Optimization exercise on an open flow, not production practice. RTL: at most simulated, not proved equivalent. Function not checked: runs 2 to 6. Power: default activity.

## flow/run.sh

```bash
#!/bin/bash
# synth_recipe.tcl (not shown) runs the flow's synth.tcl, then flattens the netlist and writes it again
# the make line also repeats each setting of config.mk as NAME=value (left out here)
make -C /OpenROAD-flow-scripts/flow DESIGN_CONFIG=/design/flow/config.mk WORK_HOME=/design/flow/orfs CLKGATE_MAP_FILE= SYNTH_SCRIPT=/design/flow/synth_recipe.tcl finish
```

## flow/config.mk

```make
export PLATFORM = sky130hd
export DESIGN_NAME = icache
export DESIGN_NICKNAME = icache
export VERILOG_FILES = /design/flow/design.v
export SDC_FILE = /design/flow/constraint.sdc
export NUM_CORES = 4
export LEC_CHECK = 0
export CAP_MARGIN = 20
export CORE_MARGIN = 2
export CORE_UTILIZATION = 40
export SLEW_MARGIN = 20
```

## flow/constraint.sdc

```tcl
create_clock -name core_clock -period 4.0 [get_ports {clk}]
set_input_delay 0.8000 -clock core_clock [delete_from_list [all_inputs] [get_ports {clk}]]
set_output_delay 0.8000 -clock core_clock [all_outputs]
set_load 0.01 [all_outputs]
```

## flow/design.v

```verilog
module icache #(
  parameter int LINE_NUM   = 16,
  parameter int BLOCK_BITS = 128
) (
  input  logic                  clk,
  input  logic                  rst,
  input  logic                  rdy,
  input  logic [31:0]           pc_from_fch,
  input  logic                  req_from_fch,
  input  logic                  rollback_from_fch,
  output logic                  inst_valid_to_fch,
  output logic [31:0]           inst_to_fch,
  output logic                  busy_to_fch,
  output logic                  enable_sign_to_mem,
  output logic [31:0]           pc_to_mem,
  output logic                  rollback_sign_to_mem,
  input  logic                  finish_sign_from_mem,
  input  logic [BLOCK_BITS-1:0] inst_block_from_mem
);
  localparam int IDX_W = (LINE_NUM > 1) ? $clog2(LINE_NUM) : 1;
  localparam int TAG_W = 28 - IDX_W;
  localparam logic [0:0] S_IDLE     = 1'b0;
  localparam logic [0:0] S_WAIT_MEM = 1'b1;
  logic [0:0]            state_q, state_d;
  logic [31:2]           pc_lat_q, pc_lat_d;
  logic                  inst_valid_q, inst_valid_d;
  logic [31:0]           inst_q, inst_d;
  logic                  busy_q, busy_d;
  logic                  enable_q, enable_d;
  logic [LINE_NUM-1:0]   valid_q, valid_d;
  logic [TAG_W-1:0]      tag_q  [LINE_NUM];
  logic [BLOCK_BITS-1:0] data_q [LINE_NUM];
  logic                  fill_en;
  logic [IDX_W-1:0] req_idx, lat_idx;
  logic [TAG_W-1:0] req_tag, lat_tag;
  logic             hit;
  logic [31:0]      hit_word, fill_word;
  logic             unused_pc_bits;
  assign req_idx   = pc_from_fch[4 +: IDX_W];
  assign req_tag   = pc_from_fch[31 -: TAG_W];
  assign lat_idx   = pc_lat_q[4 +: IDX_W];
  assign lat_tag   = pc_lat_q[31 -: TAG_W];
  assign hit       = valid_q[req_idx] && (tag_q[req_idx] == req_tag);
  assign hit_word  = data_q[req_idx][{pc_from_fch[3:2], 5'b0} +: 32];
  assign fill_word = inst_block_from_mem[{pc_lat_q[3:2], 5'b0} +: 32];
  assign unused_pc_bits = ^pc_from_fch[1:0];
  always_comb begin
    state_d      = state_q;
    pc_lat_d     = pc_lat_q;
    inst_valid_d = 1'b0;
    inst_d       = inst_q;
    busy_d       = busy_q;
    enable_d     = 1'b0;
    valid_d      = valid_q;
    fill_en      = 1'b0;
    if (!rdy) begin
      inst_valid_d = inst_valid_q;
      enable_d     = enable_q;
    end else if (state_q == S_IDLE) begin
      if (req_from_fch && !rollback_from_fch) begin
        if (hit) begin
          inst_valid_d = 1'b1;
          inst_d       = hit_word;
        end else begin
          pc_lat_d = pc_from_fch[31:2];
          enable_d = 1'b1;
          busy_d   = 1'b1;
          state_d  = S_WAIT_MEM;
        end
      end
    end else begin
      if (finish_sign_from_mem) begin
        fill_en          = 1'b1;
        valid_d[lat_idx] = 1'b1;
        state_d          = S_IDLE;
        busy_d           = 1'b0;
        if (!rollback_from_fch) begin
          inst_valid_d = 1'b1;
          inst_d       = fill_word;
        end
      end else if (rollback_from_fch) begin
        state_d = S_IDLE;
        busy_d  = 1'b0;
      end
    end
  end
  always_ff @(posedge clk) begin
    if (rst) begin
      state_q      <= S_IDLE;
      pc_lat_q     <= '0;
      inst_valid_q <= 1'b0;
      inst_q       <= '0;
      busy_q       <= 1'b0;
      enable_q     <= 1'b0;
      valid_q      <= '0;
    end else begin
      state_q      <= state_d;
      pc_lat_q     <= pc_lat_d;
      inst_valid_q <= inst_valid_d;
      inst_q       <= inst_d;
      busy_q       <= busy_d;
      enable_q     <= enable_d;
      valid_q      <= valid_d;
    end
  end
  always_ff @(posedge clk) begin
    if (!rst && fill_en) begin
      tag_q[lat_idx]  <= lat_tag;
      data_q[lat_idx] <= inst_block_from_mem;
    end
  end
  assign inst_valid_to_fch    = inst_valid_q & rdy;
  assign enable_sign_to_mem   = enable_q & rdy;
  assign inst_to_fch          = inst_q;
  assign busy_to_fch          = busy_q;
  assign pc_to_mem            = {pc_lat_q[31:4], 4'b0};
  assign rollback_sign_to_mem = rollback_from_fch;
endmodule
```

==> results of run 1 <==
==> report_power, final <==
part,internal [mW],leakage (nW),switching [mW]
clock,12.7,3.79,9.75
sequential,28.9,22.1,0.0953
combinational,1.39,9.51,1.43
==> cell usage after synthesis (6+ instances only) <==
master,instances
mux2_2,8
inv_1,41
o32a_1,33
buf_1,36
and2_1,6
nor2b_1,13
mux2i_1,126
o311ai_1,32
o21ai_0,8
nand2_1,81
dfxtp_1,82
a21oi_1,21
a22oi_1,16
xnor2_1,17
buf_4,84
clkbuf_1,114
a22o_1,10
a2111o_1,34
edfxtp_1,2432
mux4_2,781
buf_6,18
ha_1,6
nor3_1,10
a31oi_1,8
nor2_1,45
xor2_1,11
buf_2,24
==> registers in the layout (all words and copies together), names as in the netlist <==
name,flops
data_q,2048
tag_q,384
inst_q,32
pc_lat_q,30
valid_q,16
busy_q,1
enable_q,1
inst_valid_q,1
state_q,1
==> layer usage <==
layer / vias up / GRT usage [%]
met4: 46 / 4.68
li1: 19107 / -
met2: 1778 / 31.7
met1: 25803 / 28.4
met5: - / 0
met3: 346 / 3.79
==> worst paths after layout <==
kind	startpoint	endpoint	slack (ns)	cells after the start
worst min register to register	valid_q[15]	valid_q[15]	0.46	2
worst max-delay path	tag_q[3][1]	inst_q[23]	0.64	10
worst min-delay path	pc_from_fch[7]	pc_lat_q[7]	0.38	3
worst max register to register	tag_q[3][1]	inst_q[23]	0.64	10
==> worst reg2reg max path, stage by stage, from the launching register on <==
cell       delay, ns
edfxtp_1        0.37
mux4_2          0.48
a22o_1          0.24
a221oi_1        0.51
xnor2_1         0.23
a2111oi_2       0.26
buf_4           0.18
and4_2          0.34
nand2_2         0.11
buf_12          0.19
o311ai_1        0.35
==> metrics by stage <==
step | util (%) | cell area, sq um | hold slack [ns] | total power [mW]
floorplan | - | 98300 | 0.431 | 31.0
global placement | 44.1 | 108000 | 0.444 | 32.3
detailed placement | 44.1 | 108000 | 0.453 | 32.4
CTS | 47.3 | 115000 | 0.305 | 54.7
global route | 47.3 | 115000 | 0.344 | 55.8
finish | 47.3 | 115000 | 0.378 | 54.2
==> final cells by class <==
cell class | count | area (sq um)
Inverter | 43 | 169
Tap cell | 3202 | 4010
Clock buffer | 312 | 6460
Timing Repair Buffer | 597 | 6730
Sequential cell | 2514 | 74700
Fill cell | 19743 | 128000
Multi-Input combinational cell | 1329 | 22000
Clock inverter | 139 | 1290
Antenna cell | 8 | 20.0
==> logic make-up after synthesis <==
group | synth area share [%]
DFF | 76.1
muxes | 19.3
buffers and inverters | 1.71
AOI/OAI and AO/OA | 1.71
and+or+nand+nor | 0.840
xor gates and xnor gates | 0.250
adders and majority gates | 0.0765
other | 0.00382
==> reports/results.tsv, run 1 <==
stage	metric	value	unit
cts	CTS root buf	clkbuf_16	
cells_and_area	Post-Layout Cell Count	8144	
grt	global-route wire length before repair	357	mm
setup_path	Required @ worst endpoint	4.75	ns
setup_path	worst-path cell chain	mux4_2 -> a22o_1 -> a221oi_1 -> xnor2_1 -> a2111oi_2 -> buf_4 -> and4_2 -> nand2_2 -> buf_12 -> o311ai_1	
setup_path	Buf/Inv on CP	2	
sta	# setup viols final	0	
sta	final number of hold-violating endpoints	0	
cts	CTS max path bufs	3	
sta	Worst Skew	0.0275	ns
synthesis	#FFs+latches synth	2514	
synthesis	area leader, netlist	edfxtp_1	
route	# DRC	0	
route	Pre-Repair DR Iteration Count	5	
route	WL met3	17.7	mm
synthesis	leading post-synthesis cells by cell area	edfxtp_1 74%, mux4_2 18%, dfxtp_1 1.7%, mux2i_1 1.3%, buf_4 0.64%	
synthesis	ys async rst share	0	%
sta	fin crit period	3.36	ns
route	wire length per cell	30.5	um
route	drt total wl	248	mm
setup_path	CP endpoint kind	register	
sta	setup repair after global routing missed its margin	no	
run	Max Cap Viol	0	
route	Routed Antenna Nets	0	
pwr	Max VDD drop	0.000406	V
sta	Max Slew Vio Count	0	
route	highest routed layer	met5	
floorplan	io pins	234	
floorplan	Die Ht	499	um
grt	vias in the first global route	48236	
pwr	leak pwr	35.4	nW
sta	final worst setup slack	0.638	ns
pwr	P per Cell Area	470	mW/mm^2
cts	worst skew pair latency	0.87	ns
setup_path	WP data arrival	4.11	ns
sta	highest clock rate	297	MHz
synthesis	yosys warns	1	
route	vias per cell	5.78	
placed_design	Final Wtd Congestion	0.773	
floorplan	Die W	499	um
floorplan	Core ar.	0.244	sq mm
placed_design	PortBufs	227	
placed_design	placed cell count	7685	
min_path	Hold Crit Class	in -> reg	
route	DR vias	47080	
placed_design	Place WS	-0.194	ns
synthesis	Syn Std Cell Area	0.0981	sq mm
setup_path	startpoint types	register	
outcome	run status	no timing/DRC/antenna violations	
cells_and_area	fin nets	4898	
synthesis	Post-Synthesis Mean Instance Area	23.6	sq um
floorplan	num rows	181	
cts	clock sink total	2514	
route	Routed met1 length	106	mm
cts	Clock H-tree levels	4	
cts	postcts setup bufs	0	
cts	Inserted Clock Buffers	241	
sta	worst slew pin tran	0.941	ns
setup_path	crit-path max cell delay	0.51	ns
synthesis	share of the synthesized area in the top cell type	74.4	%
route	wire length on met2	120	mm
cells_and_area	most common cell after layout, fill and taps aside	edfxtp_1	
floorplan	die area	0.249	sq mm
sta	Slew HR	37.2	%
synthesis	Mapped Cells	4159	
setup_path	cell family with most CP delay	compound AO/OA/AOI/OAI gates	
synthesis	dominant synthesized flop cell	edfxtp_1	
cts	CTS tree	yes	
grt	largest net degree at the start of global routing	68	
grt	GR Overflow Total	0	
route	Iteration-0 DRC Markers	5031	
sta	setup TNS	0	ns
synthesis	Post-synth EDFFs	2432	
cells_and_area	area delta synth->final	17.5	%
setup_path	crit-path max FO	32	
cts	# hold bufs at CTS	0	
sta	Final period util	84.0	%
setup_path	CP max-delay cell	a221oi_1	
cts	Clk pin slew, worst setup/hold paths	0.06	ns
cells_and_area	ratio of cells with drive above 1 in the final layout	31.2	%
cts	PostCTS Resize Cnt	0	
grt	initial antenna violation count	58	
grt	GRT Util Overall	19.9	%
placed_design	Post-DP HPWL	141	mm
synthesis	sequential fraction of the synthesis area	76.1	%
setup_path	Crit Path Category	reg -> reg	
cells_and_area	commonest cells after routing, fill and taps aside	2,432 x edfxtp_1, 781 x mux4_2, 247 x clkbuf_16	
floorplan	Starting Density	40.3	%
synthesis	post-synth cell types	58	
==> run 2, diff against run 1 <==
==> flow/design.v (replaced) <==
module icache #(
  parameter int LINE_NUM   = 16,
  parameter int BLOCK_BITS = 128
) (
  input  logic                  clk,
  input  logic                  rst,
  input  logic                  rdy,
  input  logic [31:0]           pc_from_fch,
  input  logic                  req_from_fch,
  input  logic                  rollback_from_fch,
  output logic                  inst_valid_to_fch,
  output logic [31:0]           inst_to_fch,
  output logic                  busy_to_fch,
  output logic                  enable_sign_to_mem,
  output logic [31:0]           pc_to_mem,
  output logic                  rollback_sign_to_mem,
  input  logic                  finish_sign_from_mem,
  input  logic [BLOCK_BITS-1:0] inst_block_from_mem
);
  localparam int IDX_W = (LINE_NUM > 1) ? $clog2(LINE_NUM) : 1;
  localparam int TAG_W = 28 - IDX_W;
  logic                  wait_q;         
  logic                  valid_q;        
  logic                  enable_q;       
  logic [31:2]           pc_q;           
  logic [LINE_NUM-1:0]   vld_q;
  logic [TAG_W-1:0]      tag_q  [LINE_NUM];
  logic [BLOCK_BITS-1:0] data_q [LINE_NUM];
  logic [IDX_W-1:0] req_idx, lat_idx;
  logic [TAG_W-1:0] req_tag;
  logic             hit, accept, fill;
  assign req_idx = pc_from_fch[4 +: IDX_W];
  assign req_tag = pc_from_fch[31 -: TAG_W];
  assign lat_idx = pc_q[4 +: IDX_W];
  assign hit     = vld_q[req_idx] && (tag_q[req_idx] == req_tag);
  assign accept  = rdy && !wait_q && req_from_fch && !rollback_from_fch;
  assign fill    = rdy && wait_q && finish_sign_from_mem;
  always_ff @(posedge clk) begin
    if (rst) begin
      wait_q   <= 1'b0;
      valid_q  <= 1'b0;
      enable_q <= 1'b0;
      vld_q    <= '0;
    end else if (rdy) begin
      if (!wait_q) begin
        valid_q  <= accept && hit;
        enable_q <= accept && !hit;
        wait_q   <= accept && !hit;
      end else begin
        valid_q  <= finish_sign_from_mem && !rollback_from_fch;
        enable_q <= 1'b0;
        wait_q   <= !finish_sign_from_mem && !rollback_from_fch;
        if (finish_sign_from_mem) vld_q[lat_idx] <= 1'b1;
      end
    end
  end
  always_ff @(posedge clk) begin
    if (rdy && !wait_q) pc_q <= pc_from_fch[31:2];
  end
  always_ff @(posedge clk) begin
    if (fill) begin
      tag_q[lat_idx]  <= pc_q[31 -: TAG_W];
      data_q[lat_idx] <= inst_block_from_mem;
    end
  end
  assign inst_valid_to_fch    = valid_q & rdy;
  assign enable_sign_to_mem   = enable_q & rdy;
  assign inst_to_fch          = data_q[lat_idx][{pc_q[3:2], 5'b0} +: 32];
  assign busy_to_fch          = wait_q;
  assign pc_to_mem            = {pc_q[31:4], 4'b0};
  assign rollback_sign_to_mem = rollback_from_fch;
endmodule
==> reports/results.tsv, run 2 <==
stage	metric	value	unit
setup_path	cell family with most CP delay	multiplexers	
synthesis	Post-synth EDFFs	2462	
cells_and_area	Post-Layout Cell Count	7791	
floorplan	Starting Density	40.3	%
placed_design	placed cell count	7201	
synthesis	area leader, netlist	edfxtp_1	
grt	initial antenna violation count	50	
route	drt total wl	231	mm
placed_design	Place WS	0.0400	ns
sta	final worst setup slack	-0.464	ns
synthesis	Syn Std Cell Area	0.0950	sq mm
sta	setup TNS	-10.87	ns
grt	GRT Util Overall	19.0	%
pwr	Max VDD drop	0.000346	V
sta	Max Slew Vio Count	0	
grt	met3 usage	3.84	%
floorplan	io pins	234	
route	Routed Antenna Nets	0	
cells_and_area	final core occ	48.3	%
route	vias per cell	5.63	
setup_path	worst-path cell chain	buf_4 -> buf_12 -> buf_4 -> buf_8 -> buf_12 -> mux4_2 -> mux4_2 -> mux4_2 -> buf_6	
cts	Clk pin slew, worst setup/hold paths	0.06	ns
synthesis	sequential fraction of the synthesis area	78.3	%
cts	CTS max path bufs	4	
synthesis	share of the synthesized area in the top cell type	77.8	%
cts	clock sink total	2485	
setup_path	Required @ worst endpoint	3.20	ns
setup_path	CP max-delay cell	mux4_2	
cells_and_area	most common cell after layout, fill and taps aside	edfxtp_1	
cts	worst skew pair latency	0.91	ns
route	DR vias	43828	
synthesis	leading post-synthesis cells by cell area	edfxtp_1 78%, mux4_2 17%, mux2i_1 1.1%, dfxtp_1 0.48%, clkbuf_1 0.39%	
synthesis	#FFs+latches synth	2485	
cells_and_area	Top reg by flops	data_q	
min_path	Hold Crit Class	in -> reg	
cts	Clock H-tree levels	5	
run	Max Cap Viol	0	
setup_path	WP data arrival	3.66	ns
placed_design	Final Wtd Congestion	0.731	
placed_design	PortBufs	227	
grt	met2 Usage GRT	30.7	%
sta	highest clock rate	224	MHz
grt	vias in the first global route	45301	
grt	GR Overflow Total	0	
synthesis	ys async rst share	0	%
floorplan	Die W	491	um
pwr	total power	56.9	mW
cells_and_area	area delta synth->final	19.9	%
sta	fin crit period	4.46	ns
route	Iteration-0 DRC Markers	4381	
setup_path	CP endpoint kind	primary output	
synthesis	count leader, synth	edfxtp_1	
sta	Slew HR	46.2	%
pwr	P per Cell Area	499	mW/mm^2
floorplan	die area	0.241	sq mm
sta	Final period util	112	%
sta	worst slew pin tran	0.804	ns
cells_and_area	ratio of cells with drive above 1 in the final layout	32.6	%
setup_path	Buf/Inv on CP	6	
setup_path	crit-path max FO	6	
sta	setup repair after global routing missed its margin	yes	
route	Pre-Repair DR Iteration Count	7	
synthesis	Post-Synthesis Mean Instance Area	24.8	sq um
sta	Worst Skew	0.0864	ns
synthesis	dominant synthesized flop cell	edfxtp_1	
sta	hold slack	0.444	ns
route	# DRC	0	
setup_path	crit-path max cell delay	0.60	ns
pwr	leak pwr	35.9	nW
cells_and_area	largest registers	data_q: 2048 flops, tag_q: 384 flops, pc_q: 30 flops	
floorplan	Core ar.	0.236	sq mm
sta	# setup viols final	32	
grt	GR peak layer	met2	
route	wire length per cell	29.7	um
setup_path	Crit Path Category	reg -> out	
grt	global-route wire length before repair	331	mm
synthesis	yosys warns	1	
cells_and_area	fin nets	4618	
synthesis	Mapped Cells	3832	
setup_path	cell mode on critical path	mux4_2	
cells_and_area	max reg flops	2048	
floorplan	Die Ht	491	um
grt	met1 Use GR	26.5	%
cts	CTS tree	yes	
placed_design	placed inst area	0.103	sq mm
outcome	Layout Check Fails	setup timing	
cts	CTS root buf	clkbuf_16	
cells_and_area	area of the multi-input gates	0.0197	sq mm
grt	largest net degree at the start of global routing	59	
placed_design	Post-DP HPWL	124	mm
setup_path	startpoint types	register	
synthesis	post-synth cell types	56	
cts	Inserted Clock Buffers	280	
cells_and_area	fillcell total	18921	
cells_and_area	area taken by flip-flops and latches	0.0744	sq mm
synthesis	Post-synth top cells	2,462 x edfxtp_1, 715 x mux4_2, 104 x mux2i_1, 98 x clkbuf_1, 64 x buf_2	
cells_and_area	commonest cells after routing, fill and taps aside	2,462 x edfxtp_1, 715 x mux4_2, 287 x clkbuf_16	
sta	final number of hold-violating endpoints	0	
cells_and_area	fin area	0.114	sq mm
floorplan	num rows	178	
outcome	run status	finished with violations	
run 2: worst paths after layout:
path / start / end / slack (ns) / cells past startpoint
min reg2reg: vld_q[5] / vld_q[5] / 0.45 / 2
min: pc_from_fch[2] / pc_q[2] / 0.44 / 1
max: register / inst_to_fch[16] / -0.46 / 9
max reg2reg: pc_q[4] / data_q[0][38] / 1.30 / 6
run 2: layout make-up:
| type | count | area share [%] |
|---|---|---|
| multi-input combinational | 1117 | 17.3 |
| clock inverter | 115 | 0.874 |
| tap | 3150 | 3.46 |
| inverter | 8 | 0.0264 |
| clock buffer | 348 | 6.43 |
| timing repair buffer | 554 | 6.55 |
| antenna | 14 | 0.0308 |
| sequential | 2485 | 65.3 |
run 2: kinds of logic after synthesis:
group	share of synthesized area [%]
other cells	0.00395
compound gates	0.700
fa+ha+maj	0.0790
xor+xnor	0.369
simple gates	0.609
buf+inv	1.32
mux	18.6
flops	78.3
run 2: what timing repair did:
item,in CTS,in global routing
buffers inserted,70,27
endpoints found under the setup margin,32,32
gates resized for setup,315,53
gates cloned,35,4
hold buffers,0,0
pin swaps,1,1
run 2: routing by layer:
| layer | vias to the layer above | routed length [um] |
|---|---|---|
| met3 | 383 | 15600 |
| li1 | 17833 | - |
| met2 | 1483 | 114000 |
| met5 | - | 214 |
| met1 | 24095 | 96500 |
| met4 | 34 | 5180 |
run 2: report_power, final:
group | internal [mW] | switching (mW) | leakage [nW] | total, mW
clock network | 13.9 | 9.80 | 4.06 | 23.8
logic | 2.34 | 2.01 | 9.50 | 4.34
registers | 28.7 | 0.114 | 22.3 | 28.8
total | 45.0 | 11.9 | 35.9 | 56.9
==> run 3, diff against run 2 <==
--- a/flow/design.v
+++ b/flow/design.v
@@ -25,2 +25,3 @@
   logic [31:2]           pc_q;           
+  logic [31:0]           inst_q;
   logic [LINE_NUM-1:0]   vld_q;
@@ -28,5 +29,10 @@
   logic [BLOCK_BITS-1:0] data_q [LINE_NUM];
-  logic [IDX_W-1:0] req_idx, lat_idx;
-  logic [TAG_W-1:0] req_tag;
-  logic             hit, accept, fill;
+  logic [IDX_W-1:0]    req_idx, lat_idx;
+  logic [TAG_W-1:0]    req_tag;
+  logic                hit, accept, fill;
+  logic [LINE_NUM-1:0] req_sel;
+  logic [3:0]          req_wsel, lat_wsel;
+  logic [TAG_W-1:0]    tag_rd;
+  logic                vld_rd;
+  logic [31:0]         inst_rd;
   assign req_idx = pc_from_fch[4 +: IDX_W];
@@ -34,5 +40,23 @@
   assign lat_idx = pc_q[4 +: IDX_W];
-  assign hit     = vld_q[req_idx] && (tag_q[req_idx] == req_tag);
-  assign accept  = rdy && !wait_q && req_from_fch && !rollback_from_fch;
-  assign fill    = rdy && wait_q && finish_sign_from_mem;
+  always_comb begin
+    tag_rd  = '0;
+    vld_rd  = 1'b0;
+    inst_rd = '0;
+    for (int w = 0; w < 4; w++) begin
+      req_wsel[w] = !wait_q && (pc_from_fch[3:2] == 2'(w));
+      lat_wsel[w] = wait_q && (pc_q[3:2] == 2'(w));
+    end
+    for (int i = 0; i < LINE_NUM; i++) begin
+      req_sel[i] = (req_idx == IDX_W'(i));
+      tag_rd = tag_rd | (tag_q[i] & {TAG_W{req_sel[i]}});
+      vld_rd = vld_rd | (vld_q[i] & req_sel[i]);
+      for (int w = 0; w < 4; w++)
+        inst_rd = inst_rd | (data_q[i][32*w +: 32] & {32{req_sel[i] & req_wsel[w]}});
+    end
+    for (int w = 0; w < 4; w++)
+      inst_rd = inst_rd | (inst_block_from_mem[32*w +: 32] & {32{lat_wsel[w]}});
+  end
+  assign hit    = vld_rd && (tag_rd == req_tag);
+  assign accept = req_from_fch && !rollback_from_fch;
+  assign fill   = rdy && wait_q && finish_sign_from_mem;
   always_ff @(posedge clk) begin
@@ -57,2 +81,3 @@
   always_ff @(posedge clk) begin
+    if (rdy) inst_q <= inst_rd;
     if (rdy && !wait_q) pc_q <= pc_from_fch[31:2];
@@ -67,3 +92,3 @@
   assign enable_sign_to_mem   = enable_q & rdy;
-  assign inst_to_fch          = data_q[lat_idx][{pc_q[3:2], 5'b0} +: 32];
+  assign inst_to_fch          = inst_q;
   assign busy_to_fch          = wait_q;
==> reports/results.tsv, run 3 <==
stage	metric	value	unit
cells_and_area	area delta synth->final	22.8	%
grt	GR Overflow Total	0	
placed_design	placed cell count	8618	
cts	PostCTS Resize Cnt	0	
setup_path	CP max-delay cell	dfxtp_1	
route	Iteration-0 DRC Markers	11448	
sta	Max Slew Vio Count	0	
floorplan	io pins	234	
synthesis	leading post-synthesis cells by cell area	edfxtp_1 81%, a22oi_1 4.4%, a22o_1 2.5%, a221oi_1 2.4%, clkbuf_1 0.85%	
cts	clock sink total	2513	
sta	Worst Skew	0.102	ns
grt	vias in the first global route	56755	
route	vias per cell	6.71	
setup_path	Buf/Inv on CP	4	
route	Routed Antenna Nets	0	
cts	Clock H-tree levels	4	
floorplan	num rows	176	
setup_path	startpoint types	register	
grt	initial antenna violation count	21	
synthesis	largest family of logic cells by synthesized area	compound AO/OA/AOI/OAI gates	
cells_and_area	commonest cells after routing, fill and taps aside	2,494 x edfxtp_1, 536 x a22oi_1, 535 x buf_4	
setup_path	cell family with most CP delay	simple AND/OR/NAND/NOR gates	
run	Max Cap Viol	0	
cts	Clk pin slew, worst setup/hold paths	0.06	ns
setup_path	crit-path max FO	19	
synthesis	area leader, netlist	edfxtp_1	
grt	global-route wire length before repair	494	mm
route	wire length per cell	40.7	um
grt	largest net degree at the start of global routing	70	
cells_and_area	ratio of cells with drive above 1 in the final layout	20.0	%
cts	worst skew pair latency	0.93	ns
synthesis	#FFs+latches synth	2513	
synthesis	Post-Synth Adder-Cell Area	0.0812	%
cells_and_area	fin area	0.113	sq mm
sta	# setup viols final	0	
cells_and_area	most common cell after layout, fill and taps aside	edfxtp_1	
setup_path	WP data arrival	4.36	ns
synthesis	Mapped Cells	4965	
cts	Inserted Clock Buffers	239	
route	drt total wl	369	mm
cells_and_area	Top reg by flops	data_q	
sta	hold slack	0.439	ns
sta	worst slew pin tran	1.26	ns
setup_path	Required @ worst endpoint	4.66	ns
synthesis	simple-gate portion of the synthesized area	3.67	%
cts	CTS root buf	clkbuf_16	
cts	CTS tree	yes	
cells_and_area	fillcell total	18763	
synthesis	XOR/XNOR share of the synthesized area	0.0663	%
pwr	P per Cell Area	483	mW/mm^2
placed_design	PortBufs	227	
synthesis	mux share of post-synthesis cell area	1.10	%
grt	GRT Util Overall	30.6	%
cts	# hold bufs at CTS	0	
placed_design	Post-DP HPWL	229	mm
cells_and_area	max reg flops	2048	
synthesis	ys async rst share	0	%
cells_and_area	final core occ	49.4	%
route	Pre-Repair DR Iteration Count	8	
synthesis	Syn Std Cell Area	0.0924	sq mm
pwr	leak pwr	36.1	nW
sta	final number of hold-violating endpoints	0	
outcome	run status	no timing/DRC/antenna violations	
synthesis	Synth Area in Compound Gates	12.1	%
synthesis	Post-synth top cells	2,494 x edfxtp_1, 536 x a22oi_1, 268 x a22o_1, 249 x a221oi_1, 210 x clkbuf_1	
cts	postcts setup bufs	0	
synthesis	sequential fraction of the synthesis area	81.4	%
placed_design	placed inst area	0.105	sq mm
cts	CTS max path bufs	3	
synthesis	count leader, synth	edfxtp_1	
sta	Slew HR	15.6	%
cells_and_area	fin nets	6006	
synthesis	dominant synthesized flop cell	edfxtp_1	
floorplan	die area	0.235	sq mm
floorplan	Die W	485	um
floorplan	Core ar.	0.230	sq mm
cells_and_area	Post-Layout Cell Count	9079	
setup_path	Crit Path Category	reg -> reg	
cells_and_area	largest registers	data_q: 2048 flops, tag_q: 384 flops, inst_q: 32 flops	
route	DR vias	60908	
synthesis	share of the synthesized area in the top cell type	81.0	%
synthesis	Post-synth EDFFs	2494	
route	# DRC	0	
floorplan	Starting Density	40.2	%
synthesis	yosys warns	1	
sta	highest clock rate	271	MHz
setup_path	worst-path cell chain	nand3b_1 -> buf_12 -> buf_4 -> nor2_4 -> buf_12 -> a221oi_1 -> nand4_1 -> nor4_1 -> nand4_1 -> buf_4	
setup_path	crit-path max cell delay	0.91	ns
pwr	Max VDD drop	0.000446	V
sta	setup repair after global routing missed its margin	no	
min_path	Hold Crit Class	in -> reg	
sta	Final period util	92.3	%
sta	fin crit period	3.69	ns
placed_design	Final Wtd Congestion	0.891	
setup_path	CP endpoint kind	register	
floorplan	Die Ht	485	um
synthesis	post-synth cell types	77	
pwr	total power	54.8	mW
synthesis	Post-Synthesis Mean Instance Area	18.6	sq um
## run 3: final timing paths
kind              slack, ns  depth (start not counted)    endpoint     start
hold reg to reg        0.47                          2    enable_q  enable_q
hold / removal         0.44                          2    enable_q       rdy
setup / recovery       0.31                         10  inst_q[13]    wait_q
setup reg to reg       0.31                         10  inst_q[13]    wait_q
## run 3: worst reg2reg max path, stage by stage (launching register included)
cell,delay [ns]
dfxtp_1,0.91
nand3b_1,0.30
buf_12,0.22
buf_4,0.32
nor2_4,0.08
buf_12,0.22
a221oi_1,0.43
nand4_1,0.19
nor4_1,0.43
nand4_1,0.18
buf_4,0.20
## run 3: cell families after synthesis
family,after synthesis
DFF,2513
xor gates and xnor gates,7
AOI/OAI and AO/OA,1405
buffers and inverters,327
muxes,91
other,1
and+or+nand+nor,615
adders and majority gates,6
## run 3: power by group
part	internal, mW	leakage [nW]	switching [mW]
Sequential	29.1	22.6	0.125
Clock	13.0	3.83	10.1
Combinational	0.872	9.66	1.67
Total	42.9	36.1	11.9
## run 3: layer usage
metal	track usage, %	share of wire [%]
met1	40.5	35
met5	0	0.014
met3	8.31	14
met2	46.5	45
met4	15.9	6.0
## run 3: final cells by class
type / instances / area (sq um) / share of cell area, %
diodes: 19 / 47.5 / 0.0419
clock buffers: 304 / 6240 / 5.50
clock inverters: 137 / 1680 / 1.48
inverters: 15 / 56.3 / 0.0496
multi-input cells: 2128 / 16400 / 14.5
flip-flops and latches: 2513 / 75300 / 66.3
well taps: 3026 / 3790 / 3.34
repair buffers: 937 / 9960 / 8.77
## run 3: metrics by stage
stage                     setup slack (ns)  setup TNS, ns
after floorplan                      0.366              0
after CTS                            0.398              0
final                                0.308              0
after global placement              -0.305          -3.87
after global routing                 0.331              0
after detailed placement            -0.285         -0.961
==> run 4, diff against run 3 <==
--- a/flow/design.v
+++ b/flow/design.v
@@ -36,3 +36,3 @@
   logic                vld_rd;
-  logic [31:0]         inst_rd;
+  logic [31:0]         hit_word, fill_word, inst_rd;
   assign req_idx = pc_from_fch[4 +: IDX_W];
@@ -41,8 +41,9 @@
   always_comb begin
-    tag_rd  = '0;
-    vld_rd  = 1'b0;
-    inst_rd = '0;
+    tag_rd    = '0;
+    vld_rd    = 1'b0;
+    hit_word  = '0;
+    fill_word = '0;
     for (int w = 0; w < 4; w++) begin
-      req_wsel[w] = !wait_q && (pc_from_fch[3:2] == 2'(w));
-      lat_wsel[w] = wait_q && (pc_q[3:2] == 2'(w));
+      req_wsel[w] = (pc_from_fch[3:2] == 2'(w));
+      lat_wsel[w] = (pc_q[3:2] == 2'(w));
     end
@@ -53,7 +54,8 @@
       for (int w = 0; w < 4; w++)
-        inst_rd = inst_rd | (data_q[i][32*w +: 32] & {32{req_sel[i] & req_wsel[w]}});
+        hit_word = hit_word | (data_q[i][32*w +: 32] & {32{req_sel[i] & req_wsel[w]}});
     end
     for (int w = 0; w < 4; w++)
-      inst_rd = inst_rd | (inst_block_from_mem[32*w +: 32] & {32{lat_wsel[w]}});
+      fill_word = fill_word | (inst_block_from_mem[32*w +: 32] & {32{lat_wsel[w]}});
   end
+  assign inst_rd = wait_q ? fill_word : hit_word;
   assign hit    = vld_rd && (tag_rd == req_tag);
--- a/flow/config.mk
+++ b/flow/config.mk
@@ -9,3 +9,6 @@
 export CORE_MARGIN = 2
-export CORE_UTILIZATION = 40
+export CORE_UTILIZATION = 55
+export CTS_CLUSTER_DIAMETER = 60
+export CTS_CLUSTER_SIZE = 30
+export PLACE_DENSITY = 0.7
 export SLEW_MARGIN = 20
==> reports/results.tsv, run 4 <==
stage	metric	value	unit
cts	postcts setup bufs	0	
floorplan	io pins	234	
setup_path	Crit Path Category	in -> reg	
route	Iteration-0 DRC Markers	11604	
floorplan	Die Ht	415	um
synthesis	ys async rst share	0	%
synthesis	share of the synthesized area in the top cell type	80.8	%
cts	Inserted Clock Buffers	143	
outcome	run status	no timing/DRC/antenna violations	
floorplan	Die W	415	um
route	wire length on met2	143	mm
sta	final number of hold-violating endpoints	0	
synthesis	yosys warns	1	
synthesis	Post-Synthesis Mean Instance Area	17.9	sq um
synthesis	area leader, netlist	edfxtp_1	
setup_path	CP endpoint kind	register	
setup_path	crit-path max FO	10	
setup_path	CP max-delay cell	a2111oi_0	
pwr	sequential power share	60.4	%
route	highest routed layer	met5	
placed_design	Post-DP HPWL	182	mm
setup_path	R2R setup slack	1.01	ns
synthesis	count leader, synth	edfxtp_1	
grt	largest net degree at the start of global routing	77	
pwr	P per Cell Area	451	mW/mm^2
sta	worst slew pin tran	1.25	ns
sta	Final period util	86.8	%
setup_path	reg2reg path depth	10	
synthesis	#FFs+latches synth	2513	
grt	GRT Util Overall	37.3	%
synthesis	Syn Std Cell Area	0.0927	sq mm
synthesis	Mapped Cells	5170	
setup_path	startpoint types	input port	
cells_and_area	area of the multi-input gates	0.0165	sq mm
pwr	Max VDD drop	0.000455	V
pwr	Switching Power	10.9	mW
cts	Clock H-tree levels	4	
min_path	Worst Hold Launch	rdy	
grt	vias in the first global route	55605	
pwr	leak pwr	34.3	nW
grt	global-route wire length before repair	444	mm
synthesis	post-synth cell types	79	
setup_path	RR Endpoint	valid_q	
cells_and_area	ratio of cells with drive above 1 in the final layout	15.3	%
pwr	Gate power share	4.5	%
cells_and_area	fin nets	5873	
sta	fin crit period	3.47	ns
setup_path	cell family with most CP delay	buffers and inverters	
setup_path	crit path launch	pc_from_fch[2]	
cts	clock sink total	2513	
grt	GR Overflow Total	0	
floorplan	die area	0.172	sq mm
grt	initial antenna violation count	17	
setup_path	Buf/Inv on CP	4	
sta	highest clock rate	288	MHz
floorplan	num rows	150	
run	Max Cap Viol	0	
pwr	total power	48.3	mW
setup_path	cell mode on critical path	buf_4	
synthesis	Post-synth top cells	2,494 x edfxtp_1, 1,002 x a22oi_1, 288 x nand2_1, 204 x clkbuf_1, 118 x nor2_1	
route	WL met3	54.3	mm
synthesis	Post-synth EDFFs	2494	
cells_and_area	area delta synth->final	15.5	%
route	wire length per cell	40.4	um
route	drt total wl	324	mm
sta	Worst Skew	0.0378	ns
placed_design	PortBufs	227	
synthesis	dominant synthesized flop cell	edfxtp_1	
setup_path	crit-path max cell delay	0.70	ns
setup_path	worst-path cell chain	clkdlybuf4s50_1 -> nand2b_1 -> buf_12 -> nor2_4 -> a22oi_1 -> nand4_1 -> a2111oi_0 -> buf_4 -> nand2_1 -> nor4_1 -> buf_4 -> a31oi_1	
cts	CTS root buf	clkbuf_16	
setup_path	Required @ worst endpoint	4.54	ns
cells_and_area	largest registers	data_q: 2048 flops, tag_q: 384 flops, inst_q: 32 flops	
route	Routed met1 length	106	mm
cts	CTS max path bufs	3	
pwr	clock share of power	35.1	%
cts	# hold bufs at CTS	0	
pwr	Switching Fraction	22.6	%
route	DR vias	58772	
sta	# setup viols final	0	
sta	setup repair after global routing missed its margin	no	
route	Routed Antenna Nets	0	
cts	Clk pin slew, worst setup/hold paths	0.09	ns
min_path	Min-Delay Endpoint	inst_q[2]	
synthesis	leading post-synthesis cells by cell area	edfxtp_1 81%, a22oi_1 8.1%, nand2_1 1.2%, clkbuf_1 0.83%, mux4_2 0.83%	
pwr	P_int	37.4	mW
cells_and_area	fillcell total	11269	
route	Pre-Repair DR Iteration Count	7	
cells_and_area	Top reg by flops	data_q	
cells_and_area	most common cell after layout, fill and taps aside	edfxtp_1	
route	vias per cell	7.32	
sta	Slew HR	16.6	%
placed_design	Final Wtd Congestion	0.897	
cts	worst skew pair latency	0.82	ns
cells_and_area	commonest cells after routing, fill and taps aside	2,494 x edfxtp_1, 1,002 x a22oi_1, 370 x buf_4	
sta	Max Slew Vio Count	0	
cells_and_area	max reg flops	2048	
cts	PostCTS Resize Cnt	0	
setup_path	Worst R2R Start	tag_q[8][9]	
floorplan	Core ar.	0.167	sq mm
route	# DRC	0	
synthesis	sequential fraction of the synthesis area	81.2	%
sta	hold slack	0.376	ns
min_path	hold-critical path depth	1	
min_path	Hold Crit Class	in -> reg	
cells_and_area	area taken by flip-flops and latches	0.0753	sq mm
floorplan	Starting Density	55.5	%
cts	CTS tree	yes	
setup_path	WP data arrival	4.01	ns
-- run 4: changes by cell type after synthesis, moves of 34 or more --
cell and delta:
a22oi_1 +466, a221oi_1 -232, nand2_1 +201, a22o_1 -248
a222oi_1 -42, nor3_1 +34
-- run 4: power groups by stage --
| stage | sequential (mW) | combinational [mW] | clock [mW] |
|---|---|---|---|
| after floorplan | 29.7 | 0.746 | 0 |
| after global placement | 29.7 | 2.07 | 0 |
| after detailed placement | 29.8 | 2.09 | 0 |
| after CTS | 29.2 | 2.10 | 16.9 |
| after global routing | 29.2 | 2.22 | 17.8 |
| final | 29.2 | 2.17 | 17.0 |
-- run 4: cell type report --
cell class	instances	area share, %
Antenna cell	9	0.0210
Multi-Input combinational cell	2301	15.4
Clock inverter	109	1.20
Tap cell	2204	2.58
Sequential cell	2513	70.3
Timing Repair Buffer	709	6.86
Clock buffer	154	3.52
Inverter	34	0.119
-- run 4: per-layer routing --
layer / vias to the layer above / track usage [%]
li1: 22460 / -
met1: 29163 / 49.6
met2: 5972 / 55.8
met3: 1163 / 11.5
met4: 14 / 19.3
met5: - / 0
-- run 4: stage by stage --
step	cells	worst slack (ns)	cell area, sq um	utilization, %	setup TNS (ns)
after floorplan	5173	-1.60	92900	-	-1295.96
after global placement	7761	-0.141	102000	61.0	-0.196
after detailed placement	7761	-0.144	102000	61.0	-0.423
after CTS	8024	0.647	107000	64.0	0
after global routing	8029	0.438	107000	64.0	0
final	8033	0.529	107000	64.0	0
-- run 4: how the worst max path moves through the flow --
stage | cells past startpoint | end | slack [ns]
3_5_place_dp | 12 | inst_q[22] | -0.14
3_3_place_gp | 12 | inst_q[22] | -0.14
2_1_floorplan | 3 | data_q[4][0] | -1.60
4_1_cts | 12 | inst_q[22] | 0.65
5_1_grt | 12 | inst_q[22] | 0.44
6_report | 12 | inst_q[22] | 0.53
-- run 4: cell families (layout without fill, tap and decap cells) --
family	Yosys count	after routing	share of synthesized area [%]
adder cells (fa/ha/maj)	5	5	0.0675
other	1	13	0.00404
AND/OR/NAND/NOR	860	860	4.74
AO/OA/AOI/OAI	1302	1302	10.5
XOR/XNOR	9	9	0.0850
flip-flops	2513	2513	81.2
buffers and inverters	359	1006	1.69
multiplexers	121	121	1.79
==> run 5, diff against run 4 <==
--- a/flow/config.mk
+++ b/flow/config.mk
@@ -13,2 +13,3 @@
 export PLACE_DENSITY = 0.7
+export SETUP_SLACK_MARGIN = 1.8
 export SLEW_MARGIN = 20
==> reports/results.tsv, run 5 <==
stage	metric	value	unit
synthesis	Synth Area in Compound Gates	10.5	%
placed_design	Post-DP HPWL	184	mm
synthesis	dominant synthesized flop cell	edfxtp_1	
pwr	Max VDD drop	0.000518	V
route	# DRC	0	
synthesis	area leader, netlist	edfxtp_1	
min_path	Worst Hold Launch	pc_from_fch[3]	
outcome	run status	no timing/DRC/antenna violations	
placed_design	PortBufs	227	
sta	final number of hold-violating endpoints	0	
cells_and_area	max reg flops	2048	
cts	CTS root buf	clkbuf_16	
route	drt total wl	366	mm
synthesis	largest family of logic cells by synthesized area	compound AO/OA/AOI/OAI gates	
cells_and_area	area delta synth->final	23.7	%
sta	fin crit period	2.96	ns
cts	Clk pin slew, worst setup/hold paths	0.08	ns
cts	clock sink total	2513	
synthesis	count leader, synth	edfxtp_1	
cells_and_area	most common cell after layout, fill and taps aside	edfxtp_1	
sta	worst slew pin tran	1.24	ns
min_path	Hold Crit Class	in -> reg	
cells_and_area	fin nets	6291	
cells_and_area	commonest cells after routing, fill and taps aside	2,494 x edfxtp_1, 917 x a22oi_1, 491 x buf_4	
sta	Max Slew Vio Count	0	
grt	largest net degree at the start of global routing	69	
placed_design	Final Wtd Congestion	0.887	
route	Iteration-0 DRC Markers	14390	
synthesis	yosys warns	1	
cts	worst skew pair latency	0.85	ns
setup_path	Worst R2R Start	tag_q[7][21]	
floorplan	Core ar.	0.167	sq mm
synthesis	ys async rst share	0	%
grt	initial antenna violation count	33	
sta	setup repair after global routing missed its margin	yes	
synthesis	Post-synth top cells	2,494 x edfxtp_1, 1,002 x a22oi_1, 288 x nand2_1, 204 x clkbuf_1, 118 x nor2_1	
route	Routed Antenna Nets	0	
synthesis	simple-gate portion of the synthesized area	4.74	%
route	Pre-Repair DR Iteration Count	10	
cells_and_area	largest registers	data_q: 2048 flops, tag_q: 384 flops, inst_q: 32 flops	
setup_path	crit-path max FO	8	
synthesis	Post-synth EDFFs	2494	
cells_and_area	final core occ	68.6	%
grt	GR Overflow Total	0	
floorplan	Starting Density	55.5	%
synthesis	Syn Std Cell Area	0.0927	sq mm
sta	Slew HR	17.3	%
run	Max Cap Viol	0	
grt	global-route wire length before repair	476	mm
route	vias per cell	7.55	
cts	Clock H-tree levels	4	
floorplan	die area	0.172	sq mm
cells_and_area	ratio of cells with drive above 1 in the final layout	25.7	%
setup_path	CP endpoint kind	register	
sta	highest clock rate	337	MHz
synthesis	Post-Synthesis Mean Instance Area	17.9	sq um
setup_path	crit path launch	pc_from_fch[6]	
synthesis	post-synth cell types	79	
setup_path	WP data arrival	3.69	ns
cts	# hold bufs at CTS	0	
cells_and_area	Top reg by flops	data_q	
sta	Worst Skew	0.0510	ns
setup_path	Required @ worst endpoint	4.72	ns
synthesis	Mapped Cells	5170	
sta	Final period util	74.1	%
floorplan	num rows	150	
setup_path	Crit Path Category	in -> reg	
synthesis	Post-Synth Adder-Cell Area	0.0675	%
floorplan	Die Ht	415	um
synthesis	mux share of post-synthesis cell area	1.79	%
floorplan	io pins	234	
cts	CTS tree	yes	
synthesis	XOR/XNOR share of the synthesized area	0.0850	%
synthesis	sequential fraction of the synthesis area	81.2	%
setup_path	startpoint types	input port	
sta	# setup viols final	0	
route	DR vias	63976	
cts	Inserted Clock Buffers	140	
synthesis	share of the synthesized area in the top cell type	80.8	%
cts	CTS max path bufs	3	
floorplan	Die W	415	um
pwr	total power	48.9	mW
synthesis	#FFs+latches synth	2513	
grt	vias in the first global route	58071	
synthesis	leading post-synthesis cells by cell area	edfxtp_1 81%, a22oi_1 8.1%, nand2_1 1.2%, clkbuf_1 0.83%, mux4_2 0.83%	
grt	GRT Util Overall	40.2	%
pwr	leak pwr	37.9	nW
pwr	P per Cell Area	426	mW/mm^2
route	wire length per cell	43.2	um
## run 5: changes by cell type in the layout (fill, tap and decap cells not counted), sizes merged
cell | before | now
buf | 487 | 937
clkdlybuf4s50 | 222 | 155
diode | 9 | 32
clkbuf | 154 | 170
bufbuf | 0 | 12
clkinv | 47 | 44
inv | 84 | 87
bufinv | 3 | 4
clkdlybuf4s15 | 0 | 1
dlygate4sd2 | 0 | 1
or2 | 5 | 6
## run 5: logic make-up (layout without fill, tap and decap cells)
family,after synthesis,after routing
compound gates,1302,1302
xor+xnor,9,9
fa+ha+maj,5,5
buf+inv,359,1420
flops,2513,2513
mux,121,121
other cells,1,36
simple gates,860,861
## run 5: path summary, 6_finish.rpt
kind,to,slack [ns],cells after the start
min reg2reg,enable_q,0.46,2
max,enable_q,1.04,13
min,pc_q[3],0.26,1
max reg2reg,enable_q,1.06,10
## run 5: cell type report
| cell class | count | area [sq um] |
|---|---|---|
| antenna | 32 | 80.1 |
| tap | 2204 | 2760 |
| multi-input combinational | 2302 | 17900 |
| clock inverter | 110 | 1410 |
| fill | 10115 | 52500 |
| clock buffer | 147 | 3640 |
| timing repair buffer | 1129 | 13500 |
| sequential | 2513 | 75300 |
| inverter | 34 | 135 |
## run 5: per-layer routing
layer  routed length, um  up-vias  global-route usage, %
li1                    -    23338                      -
met1              111000    31212                   52.6
met2              155000     7642                   57.8
met3               70100     1756                   14.8
met4               29100       28                   24.1
met5                 448        -                  0.834
## run 5: power by group
group / internal, mW / switching (mW)
clock network: 7.53 / 9.66
logic: 0.978 / 1.67
registers: 29.0 / 0.0577
## run 5: repair_timing
item,4_1_cts,5_1_grt
gates cloned,32,18
gates resized for setup,629,227
setup endpoints to repair,2399,1149
pin swaps,173,136
buffers inserted,296,100
## run 5: critical path, cell delays in order
cell and delay (ns):
buf_16 0.13, buf_4 0.17, buf_4 0.17, nor2b_1 0.18, a22oi_2 0.19, o22ai_2 0.15, or4_1 0.53, a222oi_1 0.47
buf_4 0.24, o2111ai_2 0.10, nor4_2 0.25, buf_4 0.21, o21ai_1 0.06
## run 5: per-stage QoR
| step | area (sq um) | worst slack (ns) | hold slack [ns] | setup TNS [ns] | instances |
|---|---|---|---|---|---|
| after floorplan | 92900 | -1.36 | 0.423 | -806.74 | 5173 |
| after global placement | 102000 | -0.163 | 0.441 | -0.480 | 7736 |
| after detailed placement | 102000 | -0.230 | 0.445 | -0.679 | 7736 |
| after CTS | 112000 | 1.14 | 0.221 | 0 | 8321 |
| after global routing | 115000 | 1.05 | 0.245 | 0 | 8454 |
| final | 115000 | 1.04 | 0.262 | 0 | 8471 |
==> run 6, diff against run 5 <==
--- a/flow/config.mk
+++ b/flow/config.mk
@@ -7,2 +7,3 @@
 export LEC_CHECK = 0
+export ABC_CLOCK_PERIOD_IN_PS = 2000
 export CAP_MARGIN = 20
==> reports/results.tsv, run 6 <==
stage	metric	value	unit
cts	CTS root buf	clkbuf_16	
cells_and_area	Post-Layout Cell Count	8471	
grt	vias in the first global route	58071	
cells_and_area	fillcell total	10115	
cts	worst skew pair latency	0.85	ns
floorplan	io pins	234	
route	drt total wl	366	mm
sta	setup TNS	0	ns
cells_and_area	commonest cells after routing, fill and taps aside	2,494 x edfxtp_1, 917 x a22oi_1, 491 x buf_4	
grt	met3 usage	14.8	%
setup_path	reg2reg path depth	10	
setup_path	startpoint types	input port	
floorplan	Die Ht	415	um
pwr	leak pwr	37.9	nW
synthesis	yosys warns	1	
synthesis	Post-Synthesis Mean Instance Area	17.9	sq um
sta	Max Slew Vio Count	0	
cells_and_area	max reg flops	2048	
cells_and_area	largest registers	data_q: 2048 flops, tag_q: 384 flops, inst_q: 32 flops	
cts	Clk pin slew, worst setup/hold paths	0.08	ns
floorplan	die area	0.172	sq mm
run	Max Cap Viol	0	
sta	Final period util	74.1	%
cells_and_area	Top reg by flops	data_q	
route	Routed Antenna Nets	0	
floorplan	num rows	150	
grt	met2 Usage GRT	57.8	%
synthesis	dominant synthesized flop cell	edfxtp_1	
synthesis	share of the synthesized area in the top cell type	80.8	%
sta	final number of hold-violating endpoints	0	
route	DR vias	63976	
sta	setup repair after global routing missed its margin	yes	
min_path	Hold Crit Class	in -> reg	
cells_and_area	area taken by flip-flops and latches	0.0753	sq mm
cts	CTS tree	yes	
pwr	Max VDD drop	0.000518	V
pwr	total power	48.9	mW
grt	largest net degree at the start of global routing	69	
synthesis	ys async rst share	0	%
cells_and_area	final core occ	68.6	%
floorplan	Starting Density	55.5	%
cells_and_area	ratio of cells with drive above 1 in the final layout	25.7	%
cells_and_area	most common cell after layout, fill and taps aside	edfxtp_1	
grt	GR Overflow Total	0	
cts	Clock H-tree levels	4	
outcome	run status	no timing/DRC/antenna violations	
cts	Inserted Clock Buffers	140	
placed_design	placed cell count	7736	
route	wire length per cell	43.2	um
cts	# hold bufs at CTS	0	
sta	Worst Skew	0.0510	ns
setup_path	CP endpoint kind	register	
synthesis	post-synth cell types	79	
setup_path	crit-path max FO	8	
synthesis	Syn Std Cell Area	0.0927	sq mm
grt	global-route wire length before repair	476	mm
route	vias per cell	7.55	
grt	GR peak layer	met2	
placed_design	Post-DP HPWL	184	mm
grt	met1 Use GR	52.6	%
grt	initial antenna violation count	33	
floorplan	Core ar.	0.167	sq mm
cells_and_area	fin nets	6291	
synthesis	Post-synth top cells	2,494 x edfxtp_1, 1,002 x a22oi_1, 288 x nand2_1, 204 x clkbuf_1, 118 x nor2_1	
synthesis	count leader, synth	edfxtp_1	
synthesis	Mapped Cells	5170	
synthesis	Post-synth EDFFs	2494	
route	Iteration-0 DRC Markers	14390	
sta	worst slew pin tran	1.24	ns
setup_path	Required @ worst endpoint	4.72	ns
synthesis	#FFs+latches synth	2513	
grt	GRT Util Overall	40.2	%
min_path	hold-critical path depth	1	
placed_design	PortBufs	227	
cts	clock sink total	2513	
sta	fin crit period	2.96	ns
setup_path	Crit Path Category	in -> reg	
cells_and_area	area of the multi-input gates	0.0179	sq mm
synthesis	leading post-synthesis cells by cell area	edfxtp_1 81%, a22oi_1 8.1%, nand2_1 1.2%, clkbuf_1 0.83%, mux4_2 0.83%	
sta	# setup viols final	0	
pwr	P per Cell Area	426	mW/mm^2
cells_and_area	area delta synth->final	23.7	%
setup_path	WP data arrival	3.69	ns
sta	Slew HR	17.3	%
placed_design	Final Wtd Congestion	0.887	
cts	CTS max path bufs	3	
synthesis	sequential fraction of the synthesis area	81.2	%
route	Pre-Repair DR Iteration Count	10	
route	# DRC	0	
sta	highest clock rate	337	MHz
synthesis	area leader, netlist	edfxtp_1	
floorplan	Die W	415	um
==> run 6: cell counts in the layout (fill, tap and decap cells not counted) <==
No cell type changed its count.
==> run 6: where the power goes <==
part	total, mW	internal [mW]	switching (mW)
combinational	2.65	0.978	1.67
clock	17.2	7.53	9.66
sequential	29.1	29.0	0.0577
==> run 6: final timing paths <==
path,startpoint,endpoint,slack [ns]
hold / removal,pc_from_fch[3],pc_q[3],0.26
setup reg to reg,tag_q[7][21],enable_q,1.06
hold reg to reg,enable_q,enable_q,0.46
setup / recovery,pc_from_fch[6],enable_q,1.04
==> run 6: repair_timing <==
action | CTS | global route
buffers inserted | 296 | 100
resized for setup | 629 | 227
pin swaps | 173 | 136
setup endpoints to repair | 2399 | 1149
cloned | 32 | 18
==> run 6: area by class of cell <==
cell class              instances  area share, %
diodes                         32         0.0698
clock buffers                 147           3.17
clock inverters               110           1.23
inverters                      34          0.118
multi-input cells            2302           15.6
flip-flops and latches       2513           65.6
well taps                    2204           2.40
repair buffers               1129           11.8
==> run 6: through the flow <==
step	hold WS, ns	area (sq um)	setup WS, ns
finish	0.262	115000	1.04
global route	0.245	115000	1.05
CTS	0.221	112000	1.14
detailed placement	0.445	102000	-0.230
global placement	0.441	102000	-0.163
floorplan	0.423	92900	-1.36
==> run 6: layer usage <==
| metal | share of wire [%] | routed length (um) | up-vias |
|---|---|---|---|
| met5 | 0.12 | 448 | - |
| met4 | 7.9 | 29100 | 28 |
| met3 | 19 | 70100 | 1756 |
| met2 | 42 | 155000 | 7642 |
| met1 | 30 | 111000 | 31212 |
| li1 | - | - | 23338 |
==> run 6: cells by family (layout without fill, tap and decap cells) <==
logic type	Yosys count	after routing	share of synthesized area (%)
AO/OA/AOI/OAI	1302	1302	10.5
AND/OR/NAND/NOR	860	861	4.74
other	1	36	0.00404
flip-flops	2513	2513	81.2
XOR/XNOR	9	9	0.0850
buffers and inverters	359	1420	1.69
multiplexers	121	121	1.79
adder cells (fa/ha/maj)	5	5	0.0675
==> run 6: worst max-delay path: stages <==
cell and delay [ns]:
buf_16 0.13, buf_4 0.17, buf_4 0.17, nor2b_1 0.18
a22oi_2 0.19, o22ai_2 0.15, or4_1 0.53, a222oi_1 0.47
buf_4 0.24, o2111ai_2 0.10, nor4_2 0.25, buf_4 0.21
o21ai_1 0.06
==> run 7, diff against run 6 <==
--- a/flow/design.v
+++ b/flow/design.v
@@ -34,4 +34,3 @@
   logic [3:0]          req_wsel, lat_wsel;
-  logic [TAG_W-1:0]    tag_rd;
-  logic                vld_rd;
+  logic [LINE_NUM-1:0] line_hit;
   logic [31:0]         hit_word, fill_word, inst_rd;
@@ -41,4 +40,2 @@
   always_comb begin
-    tag_rd    = '0;
-    vld_rd    = 1'b0;
     hit_word  = '0;
@@ -51,4 +48,3 @@
       req_sel[i] = (req_idx == IDX_W'(i));
-      tag_rd = tag_rd | (tag_q[i] & {TAG_W{req_sel[i]}});
-      vld_rd = vld_rd | (vld_q[i] & req_sel[i]);
+      line_hit[i] = req_sel[i] && vld_q[i] && (tag_q[i] == req_tag);
       for (int w = 0; w < 4; w++)
@@ -60,3 +56,3 @@
   assign inst_rd = wait_q ? fill_word : hit_word;
-  assign hit    = vld_rd && (tag_rd == req_tag);
+  assign hit    = |line_hit;
   assign accept = req_from_fch && !rollback_from_fch;
--- a/flow/config.mk
+++ b/flow/config.mk
@@ -7,3 +7,2 @@
 export LEC_CHECK = 0
-export ABC_CLOCK_PERIOD_IN_PS = 2000
 export CAP_MARGIN = 20
@@ -14,3 +13,3 @@
 export PLACE_DENSITY = 0.7
-export SETUP_SLACK_MARGIN = 1.8
-export SLEW_MARGIN = 20
+export SETUP_SLACK_MARGIN = 1.6
+export SLEW_MARGIN = 50
==> reports/results.tsv, run 7 <==
stage	metric	value	unit
outcome	run status	no timing/DRC/antenna violations	
placed_design	PortBufs	227	
cts	clock sink total	2513	
pwr	Switching Fraction	22.7	%
sta	Final period util	66.4	%
cts	# hold bufs at CTS	0	
cells_and_area	fillcell total	10526	
setup_path	WP data arrival	3.31	ns
synthesis	ys async rst share	0	%
sta	Worst Skew	0.0514	ns
pwr	Gate power share	5.1	%
cells_and_area	fin nets	6130	
route	Iteration-0 DRC Markers	12192	
synthesis	Post-synth top cells	2,494 x edfxtp_1, 929 x a22oi_1, 337 x xnor2_1, 231 x nand2_1, 175 x nand4_1	
synthesis	dominant synthesized flop cell	edfxtp_1	
sta	Slew HR	41.7	%
floorplan	Starting Density	55.2	%
grt	vias in the first global route	55973	
synthesis	Synth Area in Compound Gates	8.86	%
sta	fin crit period	2.66	ns
cts	CTS tree	yes	
cells_and_area	commonest cells after routing, fill and taps aside	2,494 x edfxtp_1, 824 x a22oi_1, 415 x buf_4	
min_path	Hold Crit Class	in -> reg	
synthesis	Post-Synthesis Mean Instance Area	18.2	sq um
pwr	P_int	37.7	mW
cells_and_area	max reg flops	2048	
cells_and_area	most common cell after layout, fill and taps aside	edfxtp_1	
floorplan	Die W	415	um
floorplan	Die Ht	415	um
synthesis	Syn Std Cell Area	0.0931	sq mm
run	Max Cap Viol	0	
synthesis	Mapped Cells	5105	
synthesis	simple-gate portion of the synthesized area	4.35	%
cells_and_area	largest registers	data_q: 2048 flops, tag_q: 384 flops, inst_q: 32 flops	
floorplan	num rows	151	
synthesis	post-synth cell types	45	
synthesis	largest family of logic cells by synthesized area	compound AO/OA/AOI/OAI gates	
synthesis	share of the synthesized area in the top cell type	80.4	%
setup_path	worst-path cell chain	buf_12 -> buf_12 -> nand4b_1 -> buf_6 -> buf_6 -> nor2_4 -> clkbuf_16 -> a22oi_1 -> and4_1 -> nand4_1 -> o32a_1	
synthesis	XOR/XNOR share of the synthesized area	3.63	%
grt	global-route wire length before repair	462	mm
setup_path	Required @ worst endpoint	4.66	ns
cts	CTS root buf	clkbuf_16	
setup_path	CP endpoint kind	register	
cts	Clock H-tree levels	4	
setup_path	crit-path max cell delay	0.48	ns
cts	worst skew pair latency	0.87	ns
route	Pre-Repair DR Iteration Count	7	
synthesis	leading post-synthesis cells by cell area	edfxtp_1 80%, a22oi_1 7.5%, xnor2_1 3.2%, nand4_1 1.2%, nand2_1 0.93%	
synthesis	mux share of post-synthesis cell area	0.785	%
sta	final worst setup slack	1.34	ns
placed_design	Final Wtd Congestion	0.909	
synthesis	#FFs+latches synth	2513	
route	wire length per cell	42.2	um
setup_path	cell family with most CP delay	simple AND/OR/NAND/NOR gates	
setup_path	Crit Path Category	in -> reg	
grt	GR Overflow Total	0	
floorplan	die area	0.173	sq mm
sta	setup TNS	0	ns
cts	Inserted Clock Buffers	137	
route	vias per cell	7.31	
floorplan	Core ar.	0.169	sq mm
cts	Clk pin slew, worst setup/hold paths	0.10	ns
synthesis	Post-Synth Adder-Cell Area	0.0672	%
cells_and_area	ratio of cells with drive above 1 in the final layout	23.9	%
placed_design	Post-DP HPWL	194	mm
cells_and_area	area of the multi-input gates	0.0185	sq mm
sta	Max Slew Vio Count	0	
sta	# setup viols final	0	
placed_design	Place WS	-0.218	ns
setup_path	CP max-delay cell	nor2_4	
sta	final number of hold-violating endpoints	0	
pwr	P per Cell Area	429	mW/mm^2
floorplan	io pins	234	
synthesis	yosys warns	1	
pwr	leak pwr	36.4	nW
setup_path	startpoint types	input port	
grt	GRT Util Overall	39.2	%
cells_and_area	final core occ	67.3	%
route	DR vias	60829	
pwr	clock share of power	35.3	%
synthesis	Post-synth EDFFs	2494	
pwr	sequential power share	59.6	%
synthesis	count leader, synth	edfxtp_1	
sta	worst slew pin tran	0.874	ns
sta	setup repair after global routing missed its margin	yes	
pwr	Switching Power	11.1	mW
setup_path	crit-path max FO	12	
cells_and_area	area taken by flip-flops and latches	0.0753	sq mm
grt	initial antenna violation count	40	
route	# DRC	0	
cells_and_area	area delta synth->final	21.9	%
grt	largest net degree at the start of global routing	68	
sta	highest clock rate	376	MHz
cells_and_area	Top reg by flops	data_q	
cts	CTS max path bufs	3	
route	drt total wl	351	mm
route	Routed Antenna Nets	0	
synthesis	sequential fraction of the synthesis area	80.8	%
synthesis	area leader, netlist	edfxtp_1	
pwr	Max VDD drop	0.000492	V
setup_path	Buf/Inv on CP	5	
==> run 7: worst paths after layout <==
path,startpoint,endpoint,slack [ns],cells past startpoint
min reg2reg,vld_q[9],vld_q[9],0.49,2
max reg2reg,wait_q,data_q[15][38],1.41,5
max,pc_from_fch[4],inst_q[18],1.34,11
min,pc_from_fch[2],pc_q[2],0.26,1
==> run 7: final cells by class <==
cell class / instances / area share, %
flip-flops and latches: 2513 / 66.3
diodes: 34 / 0.0749
clock inverters: 103 / 1.23
multi-input cells: 2287 / 16.3
inverters: 6 / 0.0209
well taps: 2218 / 2.44
clock buffers: 146 / 3.16
repair buffers: 1014 / 10.5
==> run 7: per-stage QoR <==
step / cell area, sq um / hold slack, ns / power, mW / cells
3_5_place_dp: 104000 / 0.462 / 31.9 / 7776
4_1_cts: 112000 / 0.238 / 48.4 / 8198
3_3_place_gp: 103000 / 0.459 / 31.8 / 7738
5_1_grt: 113000 / 0.234 / 49.5 / 8305
6_report: 114000 / 0.262 / 48.8 / 8321
2_1_floorplan: 93300 / 0.437 / 30.5 / 5108
==> run 7: worst reg2reg max path, delay by kind of cell, from the launching register on <==
kind	cells	cell delay, ns
and+or+nand+nor	3	0.96
buffers and inverters	2	0.83
DFF	1	0.43
==> run 7: cells by family after synthesis <==
kind of cell,count (synthesis)
compound gates,1093
xor+xnor,386
fa+ha+maj,5
buf+inv,309
flops,2513
mux,33
other cells,1
simple gates,765
==> run 7: what timing repair did <==
item | 4_1_cts | 5_1_grt
setup buffers | 154 | 76
endpoints found under the hold margin | 0 | 0
resized for setup | 413 | 211
endpoints found under the setup margin | 925 | 242
pin swaps | 115 | 134
gates cloned | 19 | 13
==> run 7: power by group through the flow <==
stage	clock network (mW)	logic, mW	registers (mW)
final	17.2	2.48	29.1
after global routing	17.9	2.51	29.1
after CTS	17.0	2.32	29.1
after detailed placement	0	2.20	29.7
after global placement	0	2.15	29.7
after floorplan	0	0.739	29.7
==> run 7: routing by layer <==
| metal | global-route usage, % | share of wire [%] | vias up |
|---|---|---|---|
| met5 | 0 | 0.055 | - |
| met3 | 12.8 | 18 | 1499 |
| li1 | - | - | 22625 |
| met4 | 24.8 | 8.2 | 26 |
| met2 | 57.2 | 43 | 6740 |
| met1 | 51.1 | 31 | 29939 |
==> run 8, diff against run 7 <==
--- a/flow/config.mk
+++ b/flow/config.mk
@@ -14,2 +14,2 @@
 export SETUP_SLACK_MARGIN = 1.6
-export SLEW_MARGIN = 50
+export SLEW_MARGIN = 20
==> reports/results.tsv, run 8 <==
stage	metric	value	unit
outcome	run status	no timing/DRC/antenna violations	
setup_path	Worst R2R Start	wait_q	
sta	# setup viols final	0	
setup_path	crit-path max cell delay	0.80	ns
synthesis	Post-synth top cells	2,494 x edfxtp_1, 929 x a22oi_1, 337 x xnor2_1, 231 x nand2_1, 175 x nand4_1	
synthesis	Mapped Cells	5105	
cts	CTS max path bufs	3	
setup_path	cell family with most CP delay	simple AND/OR/NAND/NOR gates	
pwr	leak pwr	36.2	nW
cells_and_area	most common cell after layout, fill and taps aside	edfxtp_1	
grt	GR Overflow Total	0	
sta	Worst Skew	0.0404	ns
min_path	Min-Delay Endpoint	pc_q[3]	
cells_and_area	largest registers	data_q: 2048 flops, tag_q: 384 flops, inst_q: 32 flops	
setup_path	worst-path cell chain	buf_12 -> buf_16 -> buf_4 -> nand4bb_4 -> buf_12 -> nor2_4 -> buf_6 -> a22oi_1 -> nand2_1 -> nor4_2 -> buf_4 -> nand2_1 -> o32a_1	
cts	Inserted Clock Buffers	137	
floorplan	Starting Density	55.2	%
sta	final number of hold-violating endpoints	0	
synthesis	share of the synthesized area in the top cell type	80.4	%
sta	highest clock rate	377	MHz
min_path	Hold Crit Class	in -> reg	
cells_and_area	fillcell total	10621	
setup_path	CP endpoint kind	register	
setup_path	Buf/Inv on CP	6	
pwr	P per Cell Area	427	mW/mm^2
synthesis	Post-Synthesis Mean Instance Area	18.2	sq um
setup_path	crit path launch	pc_from_fch[7]	
floorplan	io pins	234	
cells_and_area	Post-Layout Cell Count	8308	
cells_and_area	area of the multi-input gates	0.0183	sq mm
cts	CTS root buf	clkbuf_16	
synthesis	largest family of logic cells by synthesized area	compound AO/OA/AOI/OAI gates	
synthesis	mux share of post-synthesis cell area	0.785	%
cells_and_area	ratio of cells with drive above 1 in the final layout	22.3	%
cts	Clk pin slew, worst setup/hold paths	0.09	ns
cts	Clock H-tree levels	4	
synthesis	area leader, netlist	edfxtp_1	
synthesis	post-synth cell types	45	
grt	GRT Util Overall	39.1	%
placed_design	PortBufs	227	
setup_path	CP max-delay cell	nor2_4	
floorplan	num rows	151	
route	Iteration-0 DRC Markers	12541	
cells_and_area	area delta synth->final	21.6	%
cts	clock sink total	2513	
sta	Final period util	66.4	%
sta	setup repair after global routing missed its margin	yes	
sta	hold slack	0.261	ns
grt	initial antenna violation count	32	
floorplan	Die Ht	415	um
synthesis	XOR/XNOR share of the synthesized area	3.63	%
setup_path	Crit Path Category	in -> reg	
floorplan	die area	0.173	sq mm
synthesis	dominant synthesized flop cell	edfxtp_1	
grt	vias in the first global route	55871	
route	DR vias	60394	
cells_and_area	max reg flops	2048	
placed_design	placed inst area	0.103	sq mm
synthesis	Post-Synth Adder-Cell Area	0.0672	%
setup_path	reg2reg path depth	8	
route	Routed Antenna Nets	0	
sta	Slew HR	18.9	%
min_path	Worst Hold Launch	pc_from_fch[3]	
grt	global-route wire length before repair	462	mm
synthesis	simple-gate portion of the synthesized area	4.35	%
floorplan	Die W	415	um
cells_and_area	fin area	0.113	sq mm
grt	largest net degree at the start of global routing	68	
setup_path	Required @ worst endpoint	4.66	ns
setup_path	startpoint types	input port	
synthesis	Post-synth EDFFs	2494	
run 8: cell counts after synthesis:
No cell type changed its count.
run 8: per-layer routing:
metal / share of wire (%) / wire length, um / GRT usage, %
met5: 0.039 / 136 / 0.250
met4: 8.2 / 28400 / 25.8
met3: 17 / 60100 / 13.2
met2: 43 / 150000 / 56.0
met1: 31 / 109000 / 51.2
run 8: how the worst max path moves through the flow:
stage | endpoint | cells past startpoint
floorplan | data_q[3][0] | 4
global placement | inst_q[13] | 12
detailed placement | inst_q[13] | 12
CTS | inst_q[1] | 13
global route | inst_q[31] | 12
finish | inst_q[7] | 13
run 8: kinds of logic after synthesis:
logic type                 after synthesis
DFF                                   2513
AOI/OAI and AO/OA                     1093
and+or+nand+nor                        765
xor gates and xnor gates               386
buffers and inverters                  309
muxes                                   33
adders and majority gates                5
other                                    1
run 8: metrics by stage:
| step | power, mW | utilization [%] | setup TNS, ns | setup slack, ns |
|---|---|---|---|---|
| 2_1_floorplan | 30.5 | - | -806.90 | -1.36 |
| 3_3_place_gp | 31.8 | 61.2 | -0.402 | -0.275 |
| 3_5_place_dp | 31.9 | 61.2 | -0.403 | -0.289 |
| 4_1_cts | 48.0 | 65.8 | 0 | 1.50 |
| 5_1_grt | 49.1 | 67.1 | 0 | 1.43 |
| 6_report | 48.3 | 67.1 | 0 | 1.35 |
run 8: timing repair:
item	CTS	global route
setup buffers	163	93
resized for setup	359	188
setup endpoints to repair	1004	360
gates cloned	19	10
pin swaps	101	124
run 8: area by class of cell:
| cell class | instances | share of cell area, % |
|---|---|---|
| Clock buffer | 149 | 3.18 |
| Sequential cell | 2513 | 66.5 |
| Clock inverter | 103 | 1.13 |
| Tap cell | 2218 | 2.45 |
| Timing Repair Buffer | 1003 | 10.5 |
| Inverter | 6 | 0.0210 |
| Multi-Input combinational cell | 2288 | 16.1 |
| Antenna cell | 28 | 0.0619 |
run 8: where the power goes:
group	total (mW)	internal, mW	switching [mW]
logic	2.49	0.911	1.58
registers	29.1	29.0	0.0618
clock network	16.8	7.35	9.42
total	48.3	37.3	11.1
run 8: worst reg2reg max path: cells and delay by family (launching register included):
family / cells / cell delay, ns
buffers and inverters: 3 / 0.74
AOI/OAI and AO/OA: 2 / 0.50
DFF: 1 / 0.40
and+or+nand+nor: 3 / 0.55
